This design comes from an exercise in tuning for small area, a short achievable clock period and few clock cycles on the open sky130 flow, not from production work. In this exercise RTL edits were held to simulation tests only and were not proved equivalent to the original.

$ cat flow/design.v
package sstf_pkg;
	localparam int TOTAL_W = 17;
	localparam logic [TOTAL_W-1:0] TOTAL_MAX = 17'h1FFFF;
	localparam logic OP_LOAD = 1'b0;
	localparam logic OP_RUN  = 1'b1;
	localparam int OUT_USER_W      = 2;
	localparam int OUT_USER_NO_REQ = 0;
	localparam int OUT_USER_OVF    = 1;
endpackage
module sstf_disk_scheduler #(
	parameter  int MAX_REQUESTS  = 32,
	parameter  int POSITION_BITS = 12,
	localparam int IN_DATA_W     = ((POSITION_BITS + 7) / 8) * 8,
	localparam int OUT_DATA_W    = ((3 * POSITION_BITS + sstf_pkg::TOTAL_W + 7) / 8) * 8
) (
	input  logic                            clk,
	input  logic                            arst_n,
	input  logic                            s_tvalid,
	output logic                            s_tready,
	input  logic [IN_DATA_W-1:0]            s_tdata,   
	input  logic                            s_tuser,   
	output logic                            m_tvalid,
	input  logic                            m_tready,
	output logic [OUT_DATA_W-1:0]           m_tdata,
	output logic                            m_tlast,   
	output logic [sstf_pkg::OUT_USER_W-1:0] m_tuser    
);
	localparam int N   = MAX_REQUESTS;
	localparam int W   = POSITION_BITS;
	localparam int GW  = (N > 1) ? $clog2(N) : 1;
	localparam int CW  = $clog2(N + 1);
	localparam int TW  = sstf_pkg::TOTAL_W;
	logic          in_rdy_q;
	logic [W-1:0]  x_q;
	logic          xv_q;      
	logic          xrun_q;    
	logic [W-1:0]  y_q;       
	logic          yv_q;
	logic          yrun_q;
	logic [W-1:0]  tab_q [N];
	logic [GW-1:0] grp_q [N];
	logic [N-1:0]  nx_q;      
	logic [N-1:0]  rn_q;      
	logic [N-1:0]  wl_q;      
	logic [N-1:0]  wr_q;      
	logic [CW-1:0] m_q;       
	logic          mz_q;      
	logic          mf_q;      
	logic          ovf_q;
	logic          run_q;     
	logic          f1_q;      
	logic          f2_q;      
	logic          spred_q;   
	logic          pop_q;     
	logic [CW-1:0] rem_q;     
	logic          r1_q;      
	logic [N-1:0]  pl_q;      
	logic [N-1:0]  pr_q;      
	logic          rvf_q;     
	logic [W-1:0]  vl_q, vr_q, head_q;
	logic [W-1:0]  dl_q, dr_q;    
	logic [GW-1:0] gl_q, gr_q;
	logic          vlv_q, vrv_q;
	logic [W-1:0]  vl2_q, vr2_q;
	logic [GW-1:0] gl2_q, gr2_q;
	logic          vlv2_q, vrv2_q;
	logic          first_q;
	logic          ovf_run_q;
	logic          pend_q;
	logic          pend_e_q;    
	logic [W-1:0]  pend_h_q;
	logic [CW-1:0] pend_m_q;
	logic          pend_r1_q;
	logic          pend_ovf_q;
	logic          sv_q;
	logic [W-1:0]  sc_q, sd_q;
	logic          slast_q, sfirst_q, sempty_q, sovf_q;
	logic          ov_q;
	logic [W-1:0]  o_cyl_q, o_d_q, o_max_q;
	logic [TW-1:0] o_tot_q;
	logic          o_last_q;
	logic [1:0]    o_user_q;
	function automatic logic [1:0] cmp_ge(input logic [W-1:0] a, input logic [W-1:0] b);
		logic gt, eq;
		gt = 1'b0;
		eq = 1'b1;
		for (int k = W-1; k >= 0; k--) begin
			gt = gt | (eq & a[k] & ~b[k]);
			eq = eq & ~(a[k] ^ b[k]);
		end
		cmp_ge = {gt, eq};
	endfunction
	function automatic logic [W:0] ks_add(input logic [W-1:0] a, input logic [W-1:0] b,
	                                      input logic ci);
		logic [W-1:0] g, p, gg, pp, gn, pn, c;
		g  = a & b;
		p  = a ^ b;
		gg = g;
		pp = p;
		for (int d = 1; d < W; d = d * 2) begin
			gn = gg;
			pn = pp;
			for (int k = d; k < W; k++) begin
				gn[k] = gg[k] | (pp[k] & gg[k-d]);
				pn[k] = pp[k] & pp[k-d];
			end
			gg = gn;
			pp = pn;
		end
		c[0] = ci;
		for (int k = 1; k < W; k++) begin
			c[k] = gg[k-1] | (pp[k-1] & ci);
		end
		ks_add = {gg[W-1] | (pp[W-1] & ci), p ^ c};
	endfunction
	function automatic logic [TW:0] ks_add_t(input logic [TW-1:0] a, input logic [TW-1:0] b);
		logic [TW-1:0] g, p, gg, pp, gn, pn, c;
		g  = a & b;
		p  = a ^ b;
		gg = g;
		pp = p;
		for (int d = 1; d < TW; d = d * 2) begin
			gn = gg;
			pn = pp;
			for (int k = d; k < TW; k++) begin
				gn[k] = gg[k] | (pp[k] & gg[k-d]);
				pn[k] = pp[k] & pp[k-d];
			end
			gg = gn;
			pp = pn;
		end
		c[0] = 1'b0;
		for (int k = 1; k < TW; k++) begin
			c[k] = gg[k-1];
		end
		ks_add_t = {gg[TW-1], p ^ c};
	endfunction
	function automatic logic [W-1:0] ks_sub(input logic [W-1:0] a, input logic [W-1:0] b);
		logic [W:0] r;
		r = ks_add(a, ~b, 1'b1);
		ks_sub = r[W-1:0];
	endfunction
	function automatic logic ks_lt(input logic [W-1:0] a, input logic [W-1:0] b);
		logic [W:0] r;
		r = ks_add(a, ~b, 1'b1);
		ks_lt = !r[W];
	endfunction
	logic [N-1:0] nxt;    
	logic [N-1:0] run;    
	logic [N-1:0] free;
	logic [N-1:0] len;    
	logic [N-1:0] gtn;    
	logic [N-1:0] evn;    
	logic [1:0]   cmp_r [N];
	always_comb begin
		for (int i = 0; i < N; i++) begin
			nxt[i]   = nx_q[i];
			run[i]   = rn_q[i];
			free[i]  = !nx_q[i] && !rn_q[i] && !wl_q[i] && !wr_q[i];
			cmp_r[i] = cmp_ge(tab_q[i], x_q);
			len[i]   = nxt[i] && !cmp_r[i][1];
			gtn[i]   = nxt[i] && cmp_r[i][1];
			evn[i]   = nxt[i] && cmp_r[i][0];
		end
	end
	logic ins, drop, up_ok, blk_empty;
	logic [N-1:0] first;
	assign blk_empty = mz_q;
	logic dn_ok, first_ok;
	assign ins       = xv_q && !xrun_q && !mf_q && (blk_empty ? first_ok : (up_ok || dn_ok));
	assign drop      = xv_q && !xrun_q && mf_q;
	logic          gap_mode, sh_r, sh_l, gfr_any;
	logic [N-1:0]  gfr, gfl;
	logic          start;    
	assign gap_mode = pend_q && !pend_e_q;
	always_comb begin
		up_ok = 1'b0;
		dn_ok = 1'b0;
		sh_r  = 1'b0;
		sh_l  = 1'b0;
		for (int i = 0; i < N-1; i++) begin
			up_ok = up_ok | (nxt[i] & !nxt[i+1] & free[i+1]);
			dn_ok = dn_ok | (nxt[i+1] & !nxt[i] & free[i]);
			sh_r  = sh_r  | (wr_q[i] & free[i+1]);
			sh_l  = sh_l  | (wl_q[i+1] & free[i]);
		end
		sh_r = sh_r && gap_mode && !start;
		sh_l = sh_l && gap_mode && !start && !sh_r;
		for (int i = 0; i < N; i++) begin
			gfr[i] = free[i] && ((i < N-1) ? wr_q[(i < N-1) ? i+1 : 0] : 1'b0);
			gfl[i] = free[i] && ((i > 0)   ? wl_q[(i > 0) ? i-1 : 0]   : 1'b0);
		end
		gfr_any = |gfr;
		for (int i = 0; i < N; i++) begin
			if (gap_mode) first[i] = gfr_any ? gfr[i] : gfl[i];
			else if (run_q) first[i] = rvf_q ? ((i < N-1) ? pr_q[(i < N-1) ? i+1 : 0] : 1'b0)
			                                 : ((i > 0)   ? pl_q[(i > 0) ? i-1 : 0]   : 1'b0);
			else          first[i] = (i == 0);
		end
		first_ok = |(first & free);
	end
	logic [N-1:0] t_x, t_dn, t_up, t_hold, t_new;
	logic [N-1:0] t_geq;    
	always_comb begin
		for (int i = 0; i < N; i++) begin
			logic nb, na, lb, la, gb, eb;
			nb = (i > 0)   ? nxt[(i > 0) ? i-1 : 0]     : 1'b0;
			na = (i < N-1) ? nxt[(i < N-1) ? i+1 : 0]   : 1'b0;
			lb = (i > 0)   ? len[(i > 0) ? i-1 : 0]     : 1'b0;
			la = (i < N-1) ? len[(i < N-1) ? i+1 : 0]   : 1'b0;
			gb = (i > 0)   ? gtn[(i > 0) ? i-1 : 0]     : 1'b0;
			eb = (i > 0)   ? evn[(i > 0) ? i-1 : 0]     : 1'b0;
			if (blk_empty) begin
				t_x[i]   = first[i];
				t_dn[i]  = 1'b0;
				t_up[i]  = 1'b0;
				t_new[i] = first[i];
				t_geq[i] = 1'b0;
			end else if (up_ok) begin
				t_x[i]   = (nxt[i] | nb) & !len[i] & (lb | !nb);
				t_dn[i]  = gb;
				t_up[i]  = 1'b0;
				t_new[i] = nb & !nxt[i];
				t_geq[i] = eb;
			end else begin
				t_x[i]   = (nxt[i] ? len[i] : na) & !la;
				t_dn[i]  = 1'b0;
				t_up[i]  = la;
				t_new[i] = na & !nxt[i];
				t_geq[i] = evn[i];
			end
			t_x[i]    = t_x[i] & ins;
			t_dn[i]   = (t_dn[i] & ins) | (sh_r & ((i > 0) ? wr_q[(i > 0) ? i-1 : 0] : 1'b0));
			t_up[i]   = (t_up[i] & ins) | (sh_l & ((i < N-1) ? wl_q[(i < N-1) ? i+1 : 0] : 1'b0));
			t_new[i]  = t_new[i] & ins;
			t_hold[i] = !(t_x[i] | t_dn[i] | t_up[i]);
		end
	end
	logic [GW-1:0] gx [N];
	always_comb begin
		for (int i = 0; i < N; i++) begin
			if (!t_geq[i]) begin
				gx[i] = m_q[GW-1:0];
			end else if (up_ok) begin
				gx[i] = grp_q[(i > 0) ? i-1 : 0];
			end else begin
				gx[i] = grp_q[i];
			end
		end
	end
	always_ff @(posedge clk) begin
		for (int i = 0; i < N; i++) begin
			logic [W-1:0]  tb, ta;
			logic [GW-1:0] gb, ga;
			tb = (i > 0)   ? tab_q[(i > 0) ? i-1 : 0]   : '0;
			ta = (i < N-1) ? tab_q[(i < N-1) ? i+1 : 0] : '0;
			gb = (i > 0)   ? grp_q[(i > 0) ? i-1 : 0]   : '0;
			ga = (i < N-1) ? grp_q[(i < N-1) ? i+1 : 0] : '0;
			tab_q[i] <= ({W{t_hold[i]}} & tab_q[i]) | ({W{t_x[i]}} & x_q)
			          | ({W{t_dn[i]}} & tb) | ({W{t_up[i]}} & ta);
			grp_q[i] <= ({GW{t_hold[i]}} & grp_q[i]) | ({GW{t_x[i]}} & gx[i])
			          | ({GW{t_dn[i]}} & gb) | ({GW{t_up[i]}} & ga);
		end
	end
	logic [N-1:0] split_l, split_r;
	always_comb begin
		for (int i = 0; i < N; i++) begin
			split_l[i] = len[i] && ((i == N-1) ? 1'b1 : !len[(i == N-1) ? 0 : i+1]);
			split_r[i] = gtn[i] && ((i == 0) ? 1'b1 : !gtn[(i == 0) ? 0 : i-1]);
		end
	end
	logic [N-1:0] start_l, start_r;
	always_comb begin
		for (int i = 0; i < N; i++) begin
			start_l[i] = wl_q[i] && ((i == N-1) ? 1'b1 : !wl_q[(i == N-1) ? 0 : i+1]);
			start_r[i] = wr_q[i] && ((i == 0) ? 1'b1 : !wr_q[(i == 0) ? 0 : i-1]);
		end
	end
	logic [W-1:0]  fl, fr;
	logic [GW-1:0] fgl, fgr;
	logic          flv, frv;
	logic [N-1:0]  sel_l, sel_r, rd_tag;
	assign sel_l  = spred_q ? start_l : pl_q;
	assign sel_r  = spred_q ? start_r : pr_q;
	assign rd_tag = spred_q ? (wl_q | wr_q) : rn_q;
	always_comb begin
		fl  = '0;
		fr  = '0;
		fgl = '0;
		fgr = '0;
		flv = 1'b0;
		frv = 1'b0;
		for (int i = 0; i < N; i++) begin
			fl  = fl  | (sel_l[i] ? tab_q[i] : '0);
			fgl = fgl | (sel_l[i] ? grp_q[i] : '0);
			flv = flv | (sel_l[i] & rd_tag[i]);
			fr  = fr  | (sel_r[i] ? tab_q[i] : '0);
			fgr = fgr | (sel_r[i] ? grp_q[i] : '0);
			frv = frv | (sel_r[i] & rd_tag[i]);
		end
	end
	logic pop_r;
	assign pop_r = vrv_q && (!vlv_q || ks_lt(dr_q, dl_q) || ((dr_q == dl_q) && (gr_q < gl_q)));
	logic move, adv, accept;
	assign move   = sv_q && (!ov_q || m_tready);
	assign adv    = !sv_q || move;
	assign accept = s_tvalid && in_rdy_q;
	logic serve, split, split_empty, take_l, take_r, last;
	assign serve       = pop_q && adv;
	logic presplit, start_empty, run_cmd;
	assign run_cmd     = xv_q && xrun_q && !pend_q;
	assign split       = run_cmd && (blk_empty ? (!run_q && adv) : (!run_q || last));
	assign split_empty = split && blk_empty;
	assign presplit    = run_cmd && run_q && !(last && !blk_empty);
	assign start       = spred_q && (!run_q || last);
	assign start_empty = pend_q && pend_e_q && !run_q && adv;
	logic fetch_any;
	assign fetch_any   = f1_q || f2_q || start;
	assign take_l      = fetch_any || (serve && !pop_r);
	assign take_r      = fetch_any || (serve && pop_r);
	assign last        = serve && r1_q;
	logic [N-1:0] clr;
	always_comb begin
		for (int i = 0; i < N; i++) begin
			clr[i] = rd_tag[i] && ((take_l && sel_l[i]) || (take_r && sel_r[i]));
		end
	end
	logic [CW-1:0] m_n, rem_n;
	logic          mz_n, mf_n, r1_n;
	logic          consumed, free_l, free_r, split_run;
	assign split_run = (split || presplit) && !blk_empty;
	assign free_l    = take_l && flv;
	assign free_r    = take_r && frv;
	always_comb begin
		if (split || presplit) begin
			m_n  = '0;
			mz_n = 1'b1;
			mf_n = 1'b0;
		end else begin
			m_n  = m_q + CW'(ins);
			mz_n = mz_q && !ins;
			mf_n = mf_q || (ins && (m_q == CW'(N-1)));
		end
		if (split) begin
			rem_n = m_q;
			r1_n  = (m_q == CW'(1));
		end else if (start) begin
			rem_n = pend_m_q;
			r1_n  = pend_r1_q;
		end else if (serve) begin
			rem_n = rem_q - CW'(1);
			r1_n  = (rem_q == CW'(2));
		end else begin
			rem_n = rem_q;
			r1_n  = r1_q;
		end
		consumed = xv_q && (xrun_q ? (split || presplit) : (ins || drop));
	end
	logic pend_n, pend_e_n, run_n, pop_n, spred_n;
	always_comb begin
		pend_n   = presplit ? 1'b1 : ((start || start_empty) ? 1'b0 : pend_q);
		pend_e_n = presplit ? blk_empty : pend_e_q;
		run_n    = ((split && !blk_empty) || start) ? 1'b1 : (last ? 1'b0 : run_q);
		pop_n    = f2_q ? 1'b1 : (last ? 1'b0 : pop_q);
		spred_n  = pend_n && !pend_e_n && (!run_n || (pop_n && r1_n));
	end
	always_ff @(posedge clk or negedge arst_n) begin
		if (!arst_n) begin
			in_rdy_q <= 1'b1;
			xv_q     <= 1'b0;
			nx_q     <= '0;
			rn_q     <= '0;
			m_q      <= '0;
			mz_q     <= 1'b1;
			mf_q     <= 1'b0;
			yv_q     <= 1'b0;
			rem_q    <= '0;
			r1_q     <= 1'b0;
			ovf_q    <= 1'b0;
			wl_q     <= '0;
			wr_q     <= '0;
			pend_q   <= 1'b0;
			run_q    <= 1'b0;
			f1_q     <= 1'b0;
			f2_q     <= 1'b0;
			spred_q  <= 1'b0;
			pop_q    <= 1'b0;
			sv_q     <= 1'b0;
			ov_q     <= 1'b0;
		end else begin
			if (consumed || !xv_q) begin
				xv_q <= yv_q || accept;
				yv_q <= yv_q && accept;
			end else begin
				yv_q <= yv_q || accept;
			end
			in_rdy_q <= (consumed || !xv_q) ? !(yv_q && accept) : !(yv_q || accept);
			m_q      <= m_n;
			mz_q     <= mz_n;
			mf_q     <= mf_n;
			rem_q    <= rem_n;
			r1_q     <= r1_n;
			if (split_run) begin
				nx_q <= '0;
			end else begin
				nx_q <= nx_q | t_new;
			end
			if (split && !blk_empty) begin
				rn_q <= nx_q;
			end else if (start) begin
				rn_q <= (wl_q | wr_q) & ~clr;
			end else begin
				rn_q <= rn_q & ~clr;
			end
			if (presplit && !blk_empty) begin
				wl_q <= len;
				wr_q <= gtn;
			end else if (start) begin
				wl_q <= '0;
				wr_q <= '0;
			end else if (sh_r) begin
				wr_q <= wr_q << 1;
			end else if (sh_l) begin
				wl_q <= wl_q >> 1;
			end
			if (presplit) begin
				pend_q <= 1'b1;
			end else if (start || start_empty) begin
				pend_q <= 1'b0;
			end
			if (drop) ovf_q <= 1'b1;
			if (last) begin
				pop_q <= 1'b0;
				run_q <= 1'b0;
			end
			if (split || presplit) begin
				ovf_q <= 1'b0;
			end
			if (split && !blk_empty) begin
				run_q <= 1'b1;
				f1_q  <= 1'b1;
			end
			if (start) begin
				run_q <= 1'b1;
				f2_q  <= 1'b1;
			end
			if (f1_q) begin
				f1_q <= 1'b0;
				f2_q <= 1'b1;
			end
			if (f2_q) begin
				f2_q  <= 1'b0;
				pop_q <= 1'b1;
			end
			spred_q <= spred_n;
			if (serve || split_empty || start_empty) begin
				sv_q <= 1'b1;
			end else if (move) begin
				sv_q <= 1'b0;
			end
			if (move) begin
				ov_q <= 1'b1;
			end else if (m_tready) begin
				ov_q <= 1'b0;
			end
		end
	end
	always_ff @(posedge clk) begin
		if (consumed || !xv_q) begin
			if (yv_q) begin
				x_q    <= y_q;
				xrun_q <= yrun_q;
			end else begin
				x_q    <= s_tdata[W-1:0];
				xrun_q <= (s_tuser == sstf_pkg::OP_RUN);
			end
		end
		if (accept) begin
			y_q    <= s_tdata[W-1:0];
			yrun_q <= (s_tuser == sstf_pkg::OP_RUN);
		end
		if (take_l) pl_q <= sel_l >> 1;
		if (take_r) pr_q <= sel_r << 1;
		if (serve) begin
			first_q  <= 1'b0;
			sfirst_q <= first_q;
			slast_q  <= r1_q;
			sempty_q <= 1'b0;
			sovf_q   <= ovf_run_q;
			if (pop_r) begin
				head_q <= vr_q;
				sc_q   <= vr_q;
				sd_q   <= dr_q;
				vr_q   <= vr2_q;
				gr_q   <= gr2_q;
				vrv_q  <= vrv2_q;
				vr2_q  <= fr;
				gr2_q  <= fgr;
				vrv2_q <= frv;
				dr_q   <= ks_sub(vr2_q, vr_q);
				dl_q   <= ks_sub(vr_q, vl_q);
			end else begin
				head_q <= vl_q;
				sc_q   <= vl_q;
				sd_q   <= dl_q;
				vl_q   <= vl2_q;
				gl_q   <= gl2_q;
				vlv_q  <= vlv2_q;
				vl2_q  <= fl;
				gl2_q  <= fgl;
				vlv2_q <= flv;
				dl_q   <= ks_sub(vl_q, vl2_q);
				dr_q   <= ks_sub(vr_q, vl_q);
			end
		end else if (split_empty || start_empty) begin
			slast_q  <= 1'b1;
			sempty_q <= 1'b1;
		end
		if (f1_q || start) begin
			vl_q  <= fl;
			gl_q  <= fgl;
			vlv_q <= flv;
			vr_q  <= fr;
			gr_q  <= fgr;
			vrv_q <= frv;
			rvf_q <= frv;
		end
		if (f2_q) begin
			vl2_q   <= fl;
			gl2_q   <= fgl;
			vlv2_q  <= flv;
			vr2_q   <= fr;
			gr2_q   <= fgr;
			vrv2_q  <= frv;
			first_q <= 1'b1;
			dl_q    <= ks_sub(head_q, vl_q);
			dr_q    <= ks_sub(vr_q, head_q);
		end
		if (presplit) begin
			pend_e_q   <= blk_empty;
			pend_h_q   <= x_q;
			pend_m_q   <= m_q;
			pend_r1_q  <= (m_q == CW'(1));
			pend_ovf_q <= ovf_q;
		end
		if (split) begin
			pl_q      <= split_l;
			pr_q      <= split_r;
			ovf_run_q <= ovf_q;
			head_q    <= x_q;
		end
		if (split) begin
			rvf_q     <= 1'b0;
		end
		if (start) begin
			ovf_run_q <= pend_ovf_q;
			head_q    <= pend_h_q;
		end
	end
	logic [TW:0]   sum;
	logic [TW-1:0] tot_new;
	logic [W-1:0]  max_new;
	assign sum     = ks_add_t(o_tot_q, TW'(sd_q));
	assign tot_new = sfirst_q ? TW'(sd_q) : (sum[TW] ? sstf_pkg::TOTAL_MAX : sum[TW-1:0]);
	assign max_new = (sfirst_q || ks_lt(o_max_q, sd_q)) ? sd_q : o_max_q;
	always_ff @(posedge clk) begin
		if (move) begin
			if (sempty_q) begin
				o_cyl_q  <= '0;
				o_d_q    <= '0;
				o_tot_q  <= '0;
				o_max_q  <= '0;
				o_last_q <= 1'b1;
				o_user_q <= 2'b01;
			end else begin
				o_cyl_q  <= sc_q;
				o_d_q    <= sd_q;
				o_tot_q  <= tot_new;
				o_max_q  <= max_new;
				o_last_q <= slast_q;
				o_user_q <= {sovf_q, 1'b0};
			end
		end
	end
	assign s_tready = in_rdy_q;
	assign m_tvalid = ov_q;
	assign m_tdata  = OUT_DATA_W'({o_max_q, o_tot_q, o_d_q, o_cyl_q});
	assign m_tlast  = o_last_q;
	assign m_tuser  = o_user_q;
endmodule
$ cat flow/run.sh
#!/bin/bash
# synth_recipe.tcl (not shown) runs the flow's synth.tcl, then flattens the netlist and writes it again
# the make line also repeats each setting of config.mk as NAME=value (left out here)
make -C /OpenROAD-flow-scripts/flow DESIGN_CONFIG=/design/flow/config.mk WORK_HOME=/design/flow/orfs CLKGATE_MAP_FILE= SYNTH_SCRIPT=/design/flow/synth_recipe.tcl finish
$ cat flow/config.mk
export PLATFORM = sky130hd
export DESIGN_NAME = sstf_disk_scheduler
export DESIGN_NICKNAME = sstf_disk_scheduler
export VERILOG_FILES = /design/flow/design.v
export SDC_FILE = /design/flow/constraint.sdc
export NUM_CORES = 4
export LEC_CHECK = 0
export CAP_MARGIN = 20
export CORE_MARGIN = 2
export CORE_UTILIZATION = 35
export PLACE_DENSITY = 0.45
export SETUP_SLACK_MARGIN = 3.0
export SLEW_MARGIN = 20
$ cat flow/constraint.sdc
create_clock -name core_clock -period 7.5 [get_ports {clk}]
set_input_delay 1.5000 -clock core_clock [delete_from_list [all_inputs] [get_ports {clk}]]
set_output_delay 1.5000 -clock core_clock [all_outputs]
set_load 0.01 [all_outputs]
==> metrics.md, run 1 <==
| Metric | Value |
|---|---|
| Die ar. | `between 200000 and 250000 um^2` |
| CP top delay family | `compound AO/OA/AOI/OAI gates` |
| Number of global-route vias before repair | `72000` |
| CTS root buf | `clkbuf_16` |
| Hold Path Class | `flop to flop` |
| Worst-Margin Slew | `1265 ps` |
| DRT antenna net count | `0` |
| Crit path max fanout | `17` |
| Routed via count | `78800` |
| Hold Crit Start | `ovf_run_q` |
| Placed insts | `10680` |
| Filler cells | `approximately 20000` |
| Total core area | `approximately 200000 um^2` |
| Layout area overhead | `15.30%` |
| DP HPWL | `between 300 and 400 mm` |
| RSZ-0062 raised after global routing | `true` |
| Top_reg_cell synth | `dfxtp_1` |
| I/O Pins | `82` |
| DRT iter0 DRCs | `12950` |
| Bufs and invs on worst path | `3` |
| Worst R2R Path Depth | `12` |
| Final #Nets | `approximately 8400` |
| Worst slew margin | `~16%` |
| Starting Density | `35.12%` |
| Yosys Warn Count | `5` |
| Layout cells sized above 1 | `13.95%` |
| Cts hold-fix bufs | `0` |
| Cell Area, Synth | `~71000 um^2` |
| Pins Over Slew Limit | `0` |
| Cell type with the largest total area after synthesis | `dfxtp_1` |
| CP max stage cell | `o21ai_0` |
| R2R setup slack | `~2900 ps` |
| CP Cell Sequence | `nor4_1 -> buf_4 -> nand2_1 -> nand3_1 -> nor4_4 -> buf_4 -> nand2_1 -> o21ai_0 -> o41a_2 -> a211oi_4 -> buf_4 -> a221o_1` |
| Final GP Congestion | `roughly 1.0` |
| Clk Latency, worst-skew pair | `860 ps` |
| Worst-path clk slew | `about 60 ps` |
| Non-Filler Instances | `between 10000 and 15000` |
| CTS sink count | `1005` |
| Unique masters post-synth | `just over 100` |
| Sequential area share after synthesis | `between 30% and 40%` |
| Setup CP Type | `flop to flop` |
| Longest Clk Path Bufs | `3` |
| Status | `no timing/DRC/antenna violations` |
| Drt first pass iters | `10` |
| Final Critical Period | `4598 ps` |
| Most common cell after layout, fill and taps aside | `nand2_1` |
| Async S/R FF share, synth | `15.42%` |
| Hold Path Depth | `0` |
| Mean Syn Cell Area | `roughly 8.5 um^2` |
| Setup crit end kind | `flop` |
| Origin of the critical flop-to-flop path | `wr_q[0]` |
| Most frequent cells in the layout | `1004 x nand2_1, 546 x dfxtp_1, 438 x nor2_1` |
| Top cell type's share of synthesized area | `15.49%` |
| Top cells by area, synth | `dfxtp_1 15%, edfxtp_1 13%, a221o_1 6.0%, dfrtp_1 5.4%, nand2_1 5.4%` |
| Worst endpoint data arrival time | `5320 ps` |
| Place WS | `1656 ps` |
| H-tree depth | `4` |
| WHS Endpoint | `sovf_q` |
| Pin count of the biggest net entering global routing | `approximately 110` |
| Number of synthesized flops with an enable pin | `~300` |
| Critical path's largest stage delay | `between 900 and 1000 ps` |
| Cts bufs inserted | `135` |
| FF-to-FF End | `grp_q[8][3]` |
| Final hold viol count | `0` |
| CTS tree | `done` |
| Die Height | `between 400 and 500 um` |
| Post-route DRC violation count | `0` |
| GR Overflow Total | `0` |
| Std cell rows | `165` |
| Mapped Cells | `approximately 8400` |
| First-pass GRT wire length | `between 600 and 700 mm` |
| Startpoint types | `flop` |
| Die width | `around 450 um` |
| Most frequent CP cell | `buf_4` |
| GRT Total Usage | `roughly 45%` |
| Max Cap Violations | `0` |
| Crit share post-route | `about three fifths` |
| Antenna violations before repair | `50` |
| Register bit count reported by yosys | `1005` |
| Final Worst Setup Slack | `just under 3000 ps` |
| Final setup viols | `0` |
| F_max | `roughly 220 MHz` |
| Port bufs | `74` |
| Post-DR vias/cell | `between 7 and 8` |
| Required @ worst endpoint | `between 8000 and 9000 ps` |
| Drt wl/cell | `~44 um` |
| WL final | `between 400 and 500 mm` |
| Setup_tns | `0 ps` |
| Clk_skew | `~40 ps` |
-- layout make-up --
type / instances / area (um^2) / share of cell area, %
Clock inverter: 51 / 619.3 / 0.7584
Sequential cell: 1005 / 23980 / 29.36
Antenna cell: 28 / 70.07 / 0.08580
Inverter: 296 / 1181 / 1.446
Clock buffer: 192 / 3812 / 4.668
Timing Repair Buffer: 568 / 5079 / 6.219
Multi-Input combinational cell: 6204 / 43590 / 53.37
Tap cell: 2672 / 3343 / 4.094
-- routing by layer --
metal / GRT usage [%] / up-vias / routed length [um] / part of all wire [%]
met3: 17.44 / 1535 / 62350 / 13
met4: 28.57 / 34 / 37790 / 7.8
met1: 55.57 / 39460 / 184300 / 38
met2: 64.32 / 6064 / 196700 / 41
met5: 1.306 / - / 1059 / 0.22
li1: - / 31710 / - / -
-- timing repair --
action                     CTS  global route
setup endpoints to repair  650           594
pin swaps                   11            17
cloned                       1             6
resized for setup          161            86
buffers inserted            40            20
hold endpoints to repair     0             0
-- state kept, by name, summed over array words and instances, names as in the netlist, 17 cells and up --
| signal | flops |
|---|---|
| grp_q | 160 |
| nx_q | 32 |
| o_tot_q | 17 |
| pl_q | 32 |
| pr_q | 32 |
| rn_q | 32 |
| tab_q | 384 |
| wl_q | 32 |
| wr_q | 32 |
-- metrics by stage --
| stage | cell area [um^2] | util (%) | hold slack [ps] |
|---|---|---|---|
| 3_3_place_gp | 75340 | 37.35 | 405.0 |
| 2_1_floorplan | 70860 | - | 400.3 |
| 4_1_cts | 80920 | 40.12 | 421.5 |
| 3_5_place_dp | 75420 | 37.39 | 408.4 |
| 6_report | 81670 | 40.49 | 419.6 |
| 5_1_grt | 81600 | 40.46 | 452.8 |
-- cells in the mapped netlist, drive strengths merged, types with 120 or more instances --
cell type	count
o21ai	508
nand3	321
a222oi	120
a21oi	268
inv	286
xnor2	175
clkbuf	571
nand2b	137
nand2	1012
ha	136
a221o	423
nor2b	174
mux2i	171
edfxtp	302
dfrtp	153
a221oi	188
a22o	428
a22oi	346
buf	309
dfxtp	548
nor2	446
-- worst max path at each step --
stage	cells past startpoint	startpoint	end
global placement	13	m_tready	rn_q[3]
global route	14	x_q[9]	tab_q[24][9]
detailed placement	13	m_tready	rn_q[12]
CTS	16	nx_q[23]	grp_q[9][4]
floorplan	13	m_tready	tab_q[18][10]
finish	12	wr_q[0]	grp_q[8][3]
-- logic make-up after synthesis --
kind of cell    count (synthesis)  synth area share, %
fa+ha+maj                     206                3.406
buf+inv                      1176                6.658
simple gates                 2572                17.67
other cells                     1             0.005295
xor+xnor                      247                3.054
compound gates               2926                31.81
flops                        1005                33.77
mux                           247                3.630
Testbench counts, summed over its fixed seeds: cycles 8,055.
==> run 2: changes to the inputs <==
--- a/flow/config.mk
+++ b/flow/config.mk
@@ -9,5 +9,5 @@
 export CORE_MARGIN = 2
 export CORE_UTILIZATION = 35
 export PLACE_DENSITY = 0.45
-export SETUP_SLACK_MARGIN = 3.0
+export SETUP_SLACK_MARGIN = 3.8
 export SLEW_MARGIN = 20
==> metrics.md, run 2 <==
| Metric | Value |
|---|---|
| DRT iter0 DRCs | `13990 (+8.0%)` |
| CTS tree | `done` |
| DRT antenna net count | `0 (unchanged)` |
| First-pass GRT wire length | `665.8 mm (+5.0%)` |
| Met3 Track Usage GR | `21.32% (+3.9 points)` |
| Final hold viol count | `0 (unchanged)` |
| Hold Path Class | `flop to flop` |
| Worst-path clk slew | `60 ps (about the same)` |
| WL final | `505.7 mm (+4.9%)` |
| Max Cap Violations | `0 (unchanged)` |
| Async S/R FF share, synth | `15.42% (unchanged)` |
| List of most frequent post-synthesis cells | `1012 x nand2_1, 565 x clkbuf_1, 548 x dfxtp_1` |
| Crit path max fanout | `12 (-5)` |
| Number of global-route vias before repair | `77190 (+7.2%)` |
| Status | `no timing/DRC/antenna violations` |
| Setup CP Type | `flop to flop` |
| Post-route DRC violation count | `0 (unchanged)` |
| RSZ-0062 raised after global routing | `true` |
| Sequential area share after synthesis | `33.77% (unchanged)` |
| Die ar. | `206000 um^2 (unchanged)` |
| Drt first pass iters | `13 (+3)` |
| Layout area overhead | `30.58%` |
| Clk_skew | `44.36 ps (+3.185 ps)` |
| Cell Area, Synth | `70830 um^2 (unchanged)` |
| Register bit count reported by yosys | `1005 (unchanged)` |
| CP max stage cell | `a22oi_2` |
| Gr busiest metal | `met2` |
| Final Critical Period | `4420 ps (-177.9 ps)` |
| Top_reg_cell synth | `dfxtp_1` |
| Port bufs | `74 (unchanged)` |
| Setup crit end kind | `flop` |
| Die Height | `453.9 um (unchanged)` |
| F_max | `226.2 MHz (+4.0%)` |
| Yosys Warn Count | `5 (unchanged)` |
| GR Overflow Total | `0 (unchanged)` |
| Met1 Usage GRT | `55.13% (-0.44 points)` |
| Number of synthesized flops with an enable pin | `302 (unchanged)` |
| Multi-input logic area | `46820 um^2 (+7.4%)` |
| Total core area | `201700 um^2 (unchanged)` |
| Filler cells | `19360 (-4.6%)` |
| CP Cell Sequence | `buf_12 -> nor4_2 -> buf_4 -> a22oi_1 -> a22oi_2 -> o41ai_4 -> o211a_1 -> o2111a_2 -> nand2_4 -> o21ai_4 -> buf_6 -> buf_12 -> buf_12 -> buf_16 -> buf_6 -> buf_12 -> nor2_4 -> nor3_4 -> buf_12 -> buf_12 -> buf_12 -> a221o_1` |
| DP HPWL | `343.4 mm (-3.6%)` |
| Most frequent CP cell | `buf_12` |
| Mapped Cells | `8380 (unchanged)` |
| Worst endpoint data arrival time | `5120 ps (-200 ps)` |
| Routed via count | `83270 (+5.7%)` |
| Critical path's largest stage delay | `460 ps (-450 ps)` |
| Antenna violations before repair | `39 (-22%)` |
| Setup_tns | `0 ps (unchanged)` |
| Crit share post-route | `58.93% (-2.4 points)` |
| CTS root buf | `clkbuf_16` |
| Pins Over Slew Limit | `0 (unchanged)` |
| Unique masters post-synth | `102 (unchanged)` |
| CTS sink count | `1005 (unchanged)` |
| Grt met2 use | `66.54% (+2.2 points)` |
| Post-DR vias/cell | `7.245 (+1.3%)` |
| Final #Nets | `8855 (+5.8%)` |
| Most common cell in the netlist | `nand2_1` |
| Longest Clk Path Bufs | `3 (unchanged)` |
| Startpoint types | `flop` |
| Worst-Margin Slew | `1248 ps (-16.13 ps)` |
| Biggest regs | `tab_q (384), grp_q (160)` |
| Placed insts | `10630 (-0.44%)` |
| Clk Latency, worst-skew pair | `840 ps (-20 ps)` |
| Cell type with the largest total area after synthesis | `dfxtp_1` |
| Top cell type's share of synthesized area | `15.49% (unchanged)` |
| Register area | `24000 um^2 (+0.10%)` |
| Top cells by area, synth | `dfxtp_1 15%, edfxtp_1 13%, a221o_1 6.0%, dfrtp_1 5.4%, nand2_1 5.4%` |
| GRT Total Usage | `46.92% (+2.1 points)` |
| Non-Filler Instances | `11490 (+4.3%)` |
| Final setup viols | `0 (unchanged)` |
| Required @ worst endpoint | `8200 ps (-20 ps)` |
| Max FFs per register | `384 (unchanged)` |
| Worst slew margin | `16.46% (+0.76 points)` |
| Most common cell after layout, fill and taps aside | `nand2_1` |
| Mean Syn Cell Area | `8.452 um^2 (unchanged)` |
| Drt wl/cell | `44.00 um (+0.51%)` |
| Most frequent cells in the layout | `929 x nand2_1, 550 x buf_4, 546 x dfxtp_1` |
| H-tree depth | `4 (unchanged)` |
| Starting Density | `35.12% (unchanged)` |
| Largest reg by FF count | `tab_q` |
| Std cell rows | `165 (unchanged)` |
| Pin count of the biggest net entering global routing | `78 (-28%)` |
| I/O Pins | `82 (unchanged)` |
| Cts bufs inserted | `133 (-1.5%)` |
| Die width | `453.9 um (unchanged)` |
| Final GP Congestion | `1.055 (+1.1%)` |
| Layout cells sized above 1 | `23.56% (+9.6 points)` |
==> run 2: cell count changes in the layout (fill, tap and decap cells not counted), sizes merged, moves of 3 or more <==
cell	before	now
diode	28	17
clkinv	43	46
or3	23	27
and2	19	23
bufinv	5	16
buf	489	949
bufbuf	1	13
clkbuf	197	188
==> run 2: critical path: cells and delay by family, from the launching register on <==
family,cells,cell delay [ps]
DFF,1,400
buffers and inverters,11,1660
AOI/OAI and AO/OA,7,1510
and+or+nand+nor,4,690
==> run 2: metrics by stage <==
step           hold slack (ps)  area [um^2]  util, %  setup slack (ps)
2_1_floorplan            400.3        71660        -              3506
3_3_place_gp             402.5        75310    37.34              1663
3_5_place_dp             406.6        75330    37.35              1668
4_1_cts                  421.2        90450    44.84              3322
5_1_grt                  431.5        92450    45.83              3135
6_report                 419.4        92480    45.85              3080
==> run 2: layout make-up <==
type | instances | share of cell area [%]
timing repair buffer | 1045 | 13.44
antenna | 17 | 0.04600
clock buffer | 178 | 4.026
tap | 2672 | 3.615
inverter | 296 | 1.285
sequential | 1005 | 25.95
multi-input combinational | 6213 | 50.63
timing repair inverter | 3 | 0.04600
clock inverter | 64 | 0.9565
==> run 2: cell families after synthesis <==
group,after synthesis,share of synthesized area [%]
AOI/OAI and AO/OA,2926,31.81
xor gates and xnor gates,247,3.054
adders and majority gates,206,3.406
buffers and inverters,1176,6.658
DFF,1005,33.77
muxes,247,3.630
other,1,0.005295
and+or+nand+nor,2572,17.67
==> run 2: final timing paths <==
check / slack [ps] / to / depth (start not counted) / startpoint
setup / recovery: 3080 / tab_q[27][1] / 22 / nx_q[26]
hold / removal: 420 / sovf_q / 0 / ovf_run_q
setup reg to reg: 3080 / tab_q[27][1] / 22 / nx_q[26]
hold reg to reg: 420 / sovf_q / 0 / ovf_run_q
max in group asynchronous: 5480 / wr_q[29] / 2 / arst_n
min in group asynchronous: 760 / nx_q[9] / 1 / arst_n
==> run 2: layer usage <==
layer,up-vias,routed length (um)
li1,32780,-
met1,41450,181300
met2,6870,203200
met3,2118,71740
met4,50,48140
met5,-,1352
==> run 2: what timing repair did <==
item / 4_1_cts / 5_1_grt
hold buffers: 0 / 0
setup endpoints to repair: 915 / 778
buffers inserted: 437 / 66
pin swaps: 301 / 120
gates resized for setup: 1113 / 268
gates cloned: 89 / 11
==> run 3: changes to the inputs <==
--- a/flow/design.v
+++ b/flow/design.v
@@ -41,6 +41,7 @@
 	logic [GW-1:0] grp_q [N];
 	logic [N-1:0]  nx_q;      
 	logic [N-1:0]  rn_q;      
+	logic [N-1:0]  free_q;    
 	logic [N-1:0]  wl_q;      
 	logic [N-1:0]  wr_q;      
 	logic [CW-1:0] m_q;       
@@ -156,7 +157,7 @@
 		for (int i = 0; i < N; i++) begin
 			nxt[i]   = nx_q[i];
 			run[i]   = rn_q[i];
-			free[i]  = !nx_q[i] && !rn_q[i] && !wl_q[i] && !wr_q[i];
+			free[i]  = free_q[i];
 			cmp_r[i] = cmp_ge(tab_q[i], x_q);
 			len[i]   = nxt[i] && !cmp_r[i][1];
 			gtn[i]   = nxt[i] && cmp_r[i][1];
@@ -364,11 +365,32 @@
 		pop_n    = f2_q ? 1'b1 : (last ? 1'b0 : pop_q);
 		spred_n  = pend_n && !pend_e_n && (!run_n || (pop_n && r1_n));
 	end
+	logic [N-1:0] nx_n, rn_n, wl_n, wr_n;
+	always_comb begin
+		nx_n = split_run ? '0 : (nx_q | t_new);
+		if (split && !blk_empty) rn_n = nx_q;
+		else if (start)          rn_n = (wl_q | wr_q) & ~clr;
+		else                     rn_n = rn_q & ~clr;
+		wl_n = wl_q;
+		wr_n = wr_q;
+		if (presplit && !blk_empty) begin
+			wl_n = len;
+			wr_n = gtn;
+		end else if (start) begin
+			wl_n = '0;
+			wr_n = '0;
+		end else if (sh_r) begin
+			wr_n = wr_q << 1;
+		end else if (sh_l) begin
+			wl_n = wl_q >> 1;
+		end
+	end
 	always_ff @(posedge clk or negedge arst_n) begin
 		if (!arst_n) begin
 			in_rdy_q <= 1'b1;
 			xv_q     <= 1'b0;
 			nx_q     <= '0;
+			free_q   <= '1;
 			rn_q     <= '0;
 			m_q      <= '0;
 			mz_q     <= 1'b1;
@@ -400,29 +422,11 @@
 			mf_q     <= mf_n;
 			rem_q    <= rem_n;
 			r1_q     <= r1_n;
-			if (split_run) begin
-				nx_q <= '0;
-			end else begin
-				nx_q <= nx_q | t_new;
-			end
-			if (split && !blk_empty) begin
-				rn_q <= nx_q;
-			end else if (start) begin
-				rn_q <= (wl_q | wr_q) & ~clr;
-			end else begin
-				rn_q <= rn_q & ~clr;
-			end
-			if (presplit && !blk_empty) begin
-				wl_q <= len;
-				wr_q <= gtn;
-			end else if (start) begin
-				wl_q <= '0;
-				wr_q <= '0;
-			end else if (sh_r) begin
-				wr_q <= wr_q << 1;
-			end else if (sh_l) begin
-				wl_q <= wl_q >> 1;
-			end
+			nx_q   <= nx_n;
+			rn_q   <= rn_n;
+			wl_q   <= wl_n;
+			wr_q   <= wr_n;
+			free_q <= ~(nx_n | rn_n | wl_n | wr_n);
 			if (presplit) begin
 				pend_q <= 1'b1;
 			end else if (start || start_empty) begin
--- a/flow/config.mk
+++ b/flow/config.mk
@@ -9,5 +9,5 @@
 export CORE_MARGIN = 2
 export CORE_UTILIZATION = 35
 export PLACE_DENSITY = 0.45
-export SETUP_SLACK_MARGIN = 3.8
+export SETUP_SLACK_MARGIN = 3.5
 export SLEW_MARGIN = 20
==> metrics.md, run 3 <==
| Metric | Value |
|---|---|
| Cell Area, Synth | `72020 um^2 (+1.7%)` |
| Placed insts | `10520 (-1.1%)` |
| Setup crit end kind | `flop` |
| Grt met2 use | `65.75% (-0.79 points)` |
| Number of synthesized flops with an enable pin | `302 (unchanged)` |
| Sequential area share after synthesis | `34.38% (+0.61 points)` |
| Crit path max fanout | `11 (-1)` |
| Post-DR vias/cell | `7.256 (+0.15%)` |
| FF-to-FF End | `tab_q[19][5]` |
| Hold Crit Start | `ovf_run_q` |
| Final setup viols | `0 (unchanged)` |
| Max FFs per register | `384 (unchanged)` |
| WHS Endpoint | `sovf_q` |
| Critical path's largest stage delay | `610 ps (+150 ps)` |
| CP Cell Sequence | `nor2b_1 -> a32o_1 -> a221oi_2 -> o211a_1 -> nand4_1 -> o21a_4 -> a21bo_4 -> buf_12 -> buf_8 -> buf_12 -> buf_16 -> buf_6 -> nor2_4 -> buf_12 -> a221o_1` |
| Die width | `457.6 um (+0.83%)` |
| Number of global-route vias before repair | `74070 (-4.0%)` |
| DRT iter0 DRCs | `12410 (-11%)` |
| Worst-Margin Slew | `1225 ps (-23.86 ps)` |
| Final hold viol count | `0 (unchanged)` |
| Die Height | `457.6 um (+0.83%)` |
| Longest Clk Path Bufs | `3 (unchanged)` |
| Required @ worst endpoint | `8270 ps (+70 ps)` |
| Port bufs | `74 (unchanged)` |
| Total core area | `204600 um^2 (+1.4%)` |
| Hold Path Depth | `0 (unchanged)` |
| Startpoint types | `flop` |
| Worst endpoint data arrival time | `5110 ps (about the same)` |
| Hold Path Class | `flop to flop` |
| Drt first pass iters | `9 (-4)` |
| CTS sink count | `1037 (+3.2%)` |
| Top cell type's share of synthesized area | `15.23% (-0.26 points)` |
| First-pass GRT wire length | `663.4 mm (-0.36%)` |
| Unique masters post-synth | `121 (+19%)` |
| Most common cell in the netlist | `nand2_1` |
| Met3 Track Usage GR | `20.33% (-0.99 points)` |
| CTS root buf | `clkbuf_16` |
| Most frequent CP cell | `buf_12` |
| Status | `no timing/DRC/antenna violations` |
| Layout cells sized above 1 | `18.30% (-5.3 points)` |
| Register bit count reported by yosys | `1037 (+3.2%)` |
| Biggest regs | `tab_q (384), grp_q (160)` |
| WL final | `505.2 mm (-0.11%)` |
| DRT antenna net count | `0 (unchanged)` |
| Die ar. | `209400 um^2 (+1.7%)` |
| RSZ-0062 raised after global routing | `true` |
| CTS tree | `done` |
| Gr busiest metal | `met2` |
| Hold_ws | `426.5 ps (+7.187 ps)` |
| H-tree depth | `4 (unchanged)` |
| Cts hold-fix bufs | `0 (unchanged)` |
| Std cell rows | `166 (+0.61%)` |
| Worst-path clk slew | `60 ps (about the same)` |
| List of most frequent post-synthesis cells | `787 x nand2_1, 593 x a22o_1, 564 x clkbuf_1` |
| GRT Total Usage | `46.12% (-0.80 points)` |
| R2R setup slack | `3160 ps (+80 ps)` |
| Worst R2R Path Depth | `15 (-32%)` |
| Final GP Congestion | `1.060 (+0.43%)` |
| Starting Density | `35.20% (+0.089 points)` |
| Non-Filler Instances | `11060 (-3.8%)` |
| Setup CP Type | `flop to flop` |
| Routed via count | `80250 (-3.6%)` |
| DP HPWL | `359.9 mm (+4.8%)` |
| Setup_tns | `0 ps (unchanged)` |
| Core Util, Final | `43.04% (-2.8 points)` |
| GR Overflow Total | `0 (unchanged)` |
| Most frequent cells in the layout | `765 x nand2_1, 590 x a22o_1, 547 x dfxtp_1` |
| Final Critical Period | `4345 ps (-75.13 ps)` |
| Largest reg by FF count | `tab_q` |
| Pin count of the biggest net entering global routing | `115 (+47%)` |
| Mapped Cells | `8253 (-1.5%)` |
| CP max stage cell | `dfrtp_2` |
| Top cells by area, synth | `dfxtp_1 15%, edfxtp_1 13%, a22o_1 7.2%, a221o_1 6.3%, dfrtp_1 5.3%` |
| Post-route DRC violation count | `0 (unchanged)` |
| Async S/R FF share, synth | `18.03% (+2.6 points)` |
| Clk Latency, worst-skew pair | `860 ps (+20 ps)` |
| Met1 Usage GRT | `56.74% (+1.6 points)` |
| Most common cell after layout, fill and taps aside | `nand2_1` |
| Drt wl/cell | `45.68 um (+3.8%)` |
| Mean Syn Cell Area | `8.727 um^2 (+3.3%)` |
| Origin of the critical flop-to-flop path | `nx_q[21]` |
| Cell type with the largest total area after synthesis | `dfxtp_1` |
| Layout area overhead | `22.25%` |
| Clk_skew | `47.64 ps (+3.285 ps)` |
| Pins Over Slew Limit | `0 (unchanged)` |
| Top_reg_cell synth | `dfxtp_1` |
| Antenna violations before repair | `36 (-7.7%)` |
| Final #Nets | `8409 (-5.0%)` |
| Filler cells | `20070 (+3.6%)` |
| F_max | `230.2 MHz (+1.7%)` |
| Cts bufs inserted | `138 (+3.8%)` |
| Crit share post-route | `57.93% (-1.0 points)` |
| Yosys Warn Count | `5 (unchanged)` |
| I/O Pins | `82 (unchanged)` |
| Worst slew margin | `17.61% (+1.2 points)` |
| Max Cap Violations | `0 (unchanged)` |
==> run 3: changes by cell type after synthesis, sizes merged, moves of 77 or more <==
cell / previous run / this run
inv: 286 / 363
a222oi: 120 / 6
o221ai: 24 / 149
a22oi: 346 / 431
a22o: 428 / 593
nand2: 1012 / 798
==> run 3: per-layer routing <==
metal  part of all wire, %  wire length, um
met5                  0.16              832
met4                   7.8            39450
met3                    14            69520
met2                    40           203400
met1                    38           192000
==> run 3: kinds of logic after synthesis <==
logic type,synth area share (%)
AO/OA/AOI/OAI,33.51
buffers and inverters,7.051
adder cells (fa/ha/maj),3.045
flip-flops,34.38
multiplexers,2.924
AND/OR/NAND/NOR,15.95
XOR/XNOR,3.137
other,0.005207
==> run 3: stage by stage <==
step,instance area (um^2),setup WS (ps)
2_1_floorplan,72080,3501
3_3_place_gp,75780,1665
3_5_place_dp,75820,1594
4_1_cts,86060,3295
5_1_grt,88020,3251
6_report,88050,3155
==> run 3: area by class of cell <==
cell class	count	area [um^2]	area share [%]
clock inverter	58	825.8	0.9379
sequential	1037	24830	28.19
antenna	16	40.04	0.04547
tap	2688	3363	3.820
clock buffer	187	3902	4.432
inverter	364	1458	1.655
timing repair inverter	2	36.28	0.04121
multi-input combinational	6031	45580	51.77
timing repair buffer	677	8020	9.109
==> run 3: how the worst max path moves through the flow <==
stage | startpoint | to
2_1_floorplan | m_tready | tab_q[10][2]
3_3_place_gp | m_tready | grp_q[4][3]
3_5_place_dp | m_tready | tab_q[4][5]
4_1_cts | rvf_q | tab_q[1][2]
5_1_grt | rvf_q | grp_q[9][2]
6_report | nx_q[21] | tab_q[19][5]
==> run 3: repair_timing <==
| item | 4_1_cts | 5_1_grt |
|---|---|---|
| gates resized for setup | 562 | 267 |
| pin swaps | 96 | 83 |
| endpoints found under the setup margin | 856 | 698 |
| buffers inserted | 173 | 56 |
| gates cloned | 44 | 7 |
==> run 3: critical path: cells and delay by family, from the launching register on <==
family          cells  cell delay [ps]
compound gates      6             1640
simple gates        3             1090
buf+inv             6              880
flops               1              610
Testbench counts of run 3, summed over its fixed seeds: cycles 8,055.

-- afterwards: timing with drivers on the ports --
The results above use ideal ports. As a check the final layouts listed here were re-extracted and re-timed, cells and wires unchanged.
Step 1 (the two cells are an assumption about what drives the block):
set clk [get_ports {clk}]
set_driving_cell -lib_cell sky130_fd_sc_hd__clkbuf_16 $clk
set_driving_cell -lib_cell sky130_fd_sc_hd__buf_2 [delete_from_list [all_inputs] $clk]
Step 2 moves the port delays by t, midway between the first and last clock arrival at a register: inputs arrive t later, outputs are due t later. That takes back most of the time a late clock gives input paths.
Slacks: no drivers / after step 1 / after step 2; pairs: no drivers / after step 1.
run | shift t [ns] | setup slack, ns | hold slack, ns | worst setup path after step 2 | cell pins on the clock port's net
run 1 | 0.931 | 2.902 / 2.902 / 2.233 | 0.420 / 0.420 / 0.420 | input to register | 1
run 2 | 0.917 | 3.080 / 3.080 / 2.704 | 0.419 / 0.419 / 0.419 | input to register | 1
run 3 | 0.937 | 3.155 / 3.155 / 2.587 | 0.427 / 0.427 / 0.427 | input to register | 1
After both steps every run listed still meets setup and hold. The setup slack of run 1, which loses most, moves by 0.000 ns with the drivers and by -0.669 ns with both steps.
